This design comes from an exercise in tuning for small area, a short achievable clock period and few clock cycles on the open sky130 flow, not from production work. At most, simulation tests tie the RTL to the original design; equivalence was not proved. No activity file was given, so power comes from the tool's default toggle rates.

==> flow/design.v (excerpt) <==
module rectangle_subtract (
    input  logic        i_clk,
    input  logic        i_rst_n,
    input  logic        i_rect_valid,
    output logic        o_rect_ready,
    input  logic [15:0] i_rect_x,
    input  logic [15:0] i_rect_y,
    input  logic [15:0] i_rect_width,
    input  logic [15:0] i_rect_height,
    input  logic        i_cfg_valid,
    output logic        o_cfg_ready,
    input  logic [1:0]  i_cfg_index,
    input  logic [15:0] i_cfg_data,
    output logic        o_piece_valid,
    input  logic        i_piece_ready,
    output logic [15:0] o_piece_x,
    output logic [15:0] o_piece_y,
    output logic [15:0] o_piece_width,
    output logic [15:0] o_piece_height,
    output logic [2:0]  o_piece_side,
    output logic        o_piece_last
);
Size in the first run: roughly 1600 cells after synthesis, about 140 flip-flops, roughly 160 I/O pins.
clock: 5.0 ns
lec_check: 0
abc_clock_period_in_ps: 3000
cap_margin: 20
core_margin: 2
core_utilization: 40
setup_slack_margin: 2.0
slew_margin: 20
run.sh (not shown) runs the stock make flow with config.mk's settings and CLKGATE_MAP_FILE= SYNTH_SCRIPT=/design/flow/synth_recipe.tcl, a recipe that flattens the netlist after the stock synthesis.
Rerun with:
- ABC_AREA: unset -> 1
- ABC_CLOCK_PERIOD_IN_PS: 3000 -> unset
- SETUP_SLACK_MARGIN: 2.0 -> unset
After rerunning:
- wire length decreases by about 2%
- setup slack is better by 0.19 ns
- die area increases by 0.81%
- sequential share of layout area increases by 3.6 points
- combinational power increases by 100%
- critical path depth increases by 5
- via count increases by 2.2%
- power increases by 55%
- hold slack is worse by 0.011 ns
- sequential power increases by about 10%
No run of this note included a check of the RTL's function; only the layout flow was run.

## harbor
Another version of the RTL of rectangle_subtract (not shown whole).
For scale: ~220 flip-flops, about 160 I/O pins, about 0.015 sq mm of cells after synthesis.
export LEC_CHECK = 0
export CAP_MARGIN = 20
export CORE_MARGIN = 2
export CORE_UTILIZATION = 40
export CTS_BUF_LIST = sky130_fd_sc_hd__clkbuf_8
export SETUP_SLACK_MARGIN = 2.0
export SLEW_MARGIN = 20
create_clock -name core_clock -period 5.0 [get_ports {i_clk}]
standard.sh (not shown) runs the stock make flow with config.mk's settings and CLKGATE_MAP_FILE= SYNTH_SCRIPT=/design/flow/synth_recipe.tcl, a recipe that flattens the netlist after the stock synthesis.
==> flow/flow/run.sh <==
#!/bin/bash
# Own layout flow: the standard layout (standard.sh, unchanged synthesis,
# floorplan, power grid, placement, CTS and routing), except that the port
# buffers that global placement inserts on every input and output are plain
# sky130_fd_sc_hd__buf_2 cells instead of the delay-buffer cell buffer_ports
# picks by default. The full output of the run goes to standard.log here;
# each ORFS step's own log is under orfs/logs/.
set -euo pipefail
export BUFFER_PORTS_ARGS="-buffer_cell sky130_fd_sc_hd__buf_2"
bash standard.sh > standard.log 2>&1
Input-level comparison between onyx and harbor:
- CTS_BUF_LIST: sky130_fd_sc_hd__clkbuf_8 -> unset
- SETUP_SLACK_MARGIN: 2.0 -> 2.5
Results
- Total of clock buffers placed in the layout, onyx and harbor, higher one = harbor.
- Re net switching power figure: harbor was lower than onyx.
- Re global router's overall resource usage: harbor was lower than onyx.
- Relative to harbor, the final cell area reported for onyx is higher.
- harbor → onyx: vias after detailed routing now sits higher, arrival time of the worst setup path went up by 0.07 ns, slack of the critical path went up.
- Summary — length in cells of the worst reg-to-reg path, onyx relative to harbor: lower, by 1.
- Changes observed in onyx relative to harbor: final cell count picked up an extra about 1%, wire length picked up an extra 650 um.
Function was not checked in any run of this note: the RTL went through the layout flow alone.

job 3289:
Another version of the RTL of rectangle_subtract (not shown whole).
Size: ~1300 cells after synthesis, roughly 240 flip-flops, about 0.015 sq mm of cells after synthesis.
export LEC_CHECK = 0
export CAP_MARGIN = 20
export CORE_MARGIN = 2
export CORE_UTILIZATION = 40
export SETUP_SLACK_MARGIN = 2.2
export SLEW_MARGIN = 20
create_clock -name core_clock -period 5.0 [get_ports {i_clk}]
run.sh (not shown) runs the stock make flow with config.mk's settings and CLKGATE_MAP_FILE= SYNTH_SCRIPT=/design/flow/synth_recipe.tcl, a recipe that flattens the netlist after the stock synthesis.
Stock flow here: none of the scripts above is used.
Job 3289 finished all stages; the layout is clean.
Setup changes, job 3289 to job 3499
Settings: ABC_CLOCK_PERIOD_IN_PS now 2500, previously not set.
==> run summary <==
In terms of design area, job 3289 and job 3499 differ only marginally. As far as minimum setup slack in the final design goes, job 3499 and job 3289 are indistinguishable; the numbers are identical. Count of cell instances traversed by the critical path: job 3499 vs job 3289 identical.
No run of this note included a check of the RTL's function; only the layout flow was run.

rectangle_subtract, a different RTL version from the one above (not shown whole).
Size: roughly 1600 cells after synthesis, roughly 160 I/O pins, about 0.015 mm^2 of cells after synthesis.
Settings: LEC_CHECK=0, ABC_AREA=1, CAP_MARGIN=20, CORE_MARGIN=2, CORE_UTILIZATION=55, CTS_BUF_LIST=sky130_fd_sc_hd__clkbuf_8, CTS_CLUSTER_DIAMETER=50, CTS_CLUSTER_SIZE=40, SETUP_SLACK_MARGIN=1.8, SLEW_MARGIN=20; clock period 5.0 ns.
standard.sh (not shown) runs the stock make flow with config.mk's settings and CLKGATE_MAP_FILE= SYNTH_SCRIPT=/design/flow/synth_recipe.tcl, a recipe that flattens the netlist after the stock synthesis.
Scripts as last shown in full above: flow/flow/run.sh
Testbench counts at the start, summed over its fixed seeds: cycles 25,044.
Next try:
CTS_CLUSTER_DIAMETER = default   (was 50)
CTS_CLUSTER_SIZE = 30   (was 40)
Effect: The new run finished clean. Routed wire length barely changes. Combinational power is about the same. Count of clock-buffer cells in the layout climbs by 16. Area after synthesis does not change.
Next try:
ABC_AREA = default   (was 1)
CORE_UTILIZATION = 40   (was 55)
CTS_BUF_LIST = sky130_fd_sc_hd__clkbuf_4   (was sky130_fd_sc_hd__clkbuf_8)
CTS_CLUSTER_SIZE = default   (was 30)
After rerunning:
- The new run ran to the end with no violations
- wire length goes up by 2.8%
- worst setup slack gets worse by 0.15 ns
- count of clock-buffer cells in the layout goes up by 52
- fmax goes down by 4.4%
- worst hold slack gets better by 0.014 ns
- clock power goes up by about 7%
- power goes down by 1.9%
- design area stays flat
Next try:
CORE_UTILIZATION = 65   (was 40)
CTS_BUF_LIST = sky130_fd_sc_hd__clkbuf_8   (was sky130_fd_sc_hd__clkbuf_4)
Wire length falls by a little under a tenth.
Non-clock buffer count falls by 9.
Power came out lower slightly.
Critical path depth shrinks by 1.
Setup slack improved by 0.055 ns.
Sequential power hardly moves.

-- separate check: timing with driven ports --
The flow's constraints put no driver on any port. The routed layouts listed below were extracted and timed again, unchanged, in two steps.
Step 1: set_driving_cell puts a clkbuf_16 on i_clk and a buf_2 on each other input, an assumption about the parent block.
Step 2 also shifts input and output timing later by t, the mid clock arrival at the registers, as if the neighbouring blocks saw the same clock.
a / b / c = ideal / step 1 / step 2; a / b = the first two.
run | t (ns) | setup slack, ns | worst setup path at the end | slew at the worst register clock pin (ns) | cell pins on the clock port's net
the first run of note 1 | 0.476 | 0.112 / 0.061 / 0.113 | input to register | 0.07 / 0.07 | 1
the second run of note 1 | 0.488 | 0.302 / 0.250 / -0.032 | input to register | 0.07 / 0.07 | 1
harbor | 0.593 | 1.472 / 1.472 / 1.148 | input to register | 0.07 / 0.07 | 1
onyx | 0.587 | 1.524 / 1.524 / 1.086 | input to register | 0.06 / 0.06 | 1
job 3289 | 0.593 | 1.607 / 1.607 / 1.014 | input to register | 0.06 / 0.06 | 1
job 3499 | 0.593 | 1.607 / 1.607 / 1.014 | input to register | 0.06 / 0.06 | 1
the first run of note 4 | 0.657 | 1.771 / 1.771 / 1.477 | input to register | 0.12 / 0.12 | 1
the second run of note 4 | 0.589 | 1.814 / 1.811 / 1.457 | input to register | 0.06 / 0.06 | 1
the third run of note 4 | 0.744 | 1.667 / 1.667 / 1.152 | input to register | 0.08 / 0.08 | 1
the fourth run of note 4 | 0.595 | 1.723 / 1.723 / 1.260 | input to register | 0.07 / 0.07 | 1
With both steps, setup timing fails in the second run of note 1, where it was met with ideal ports.
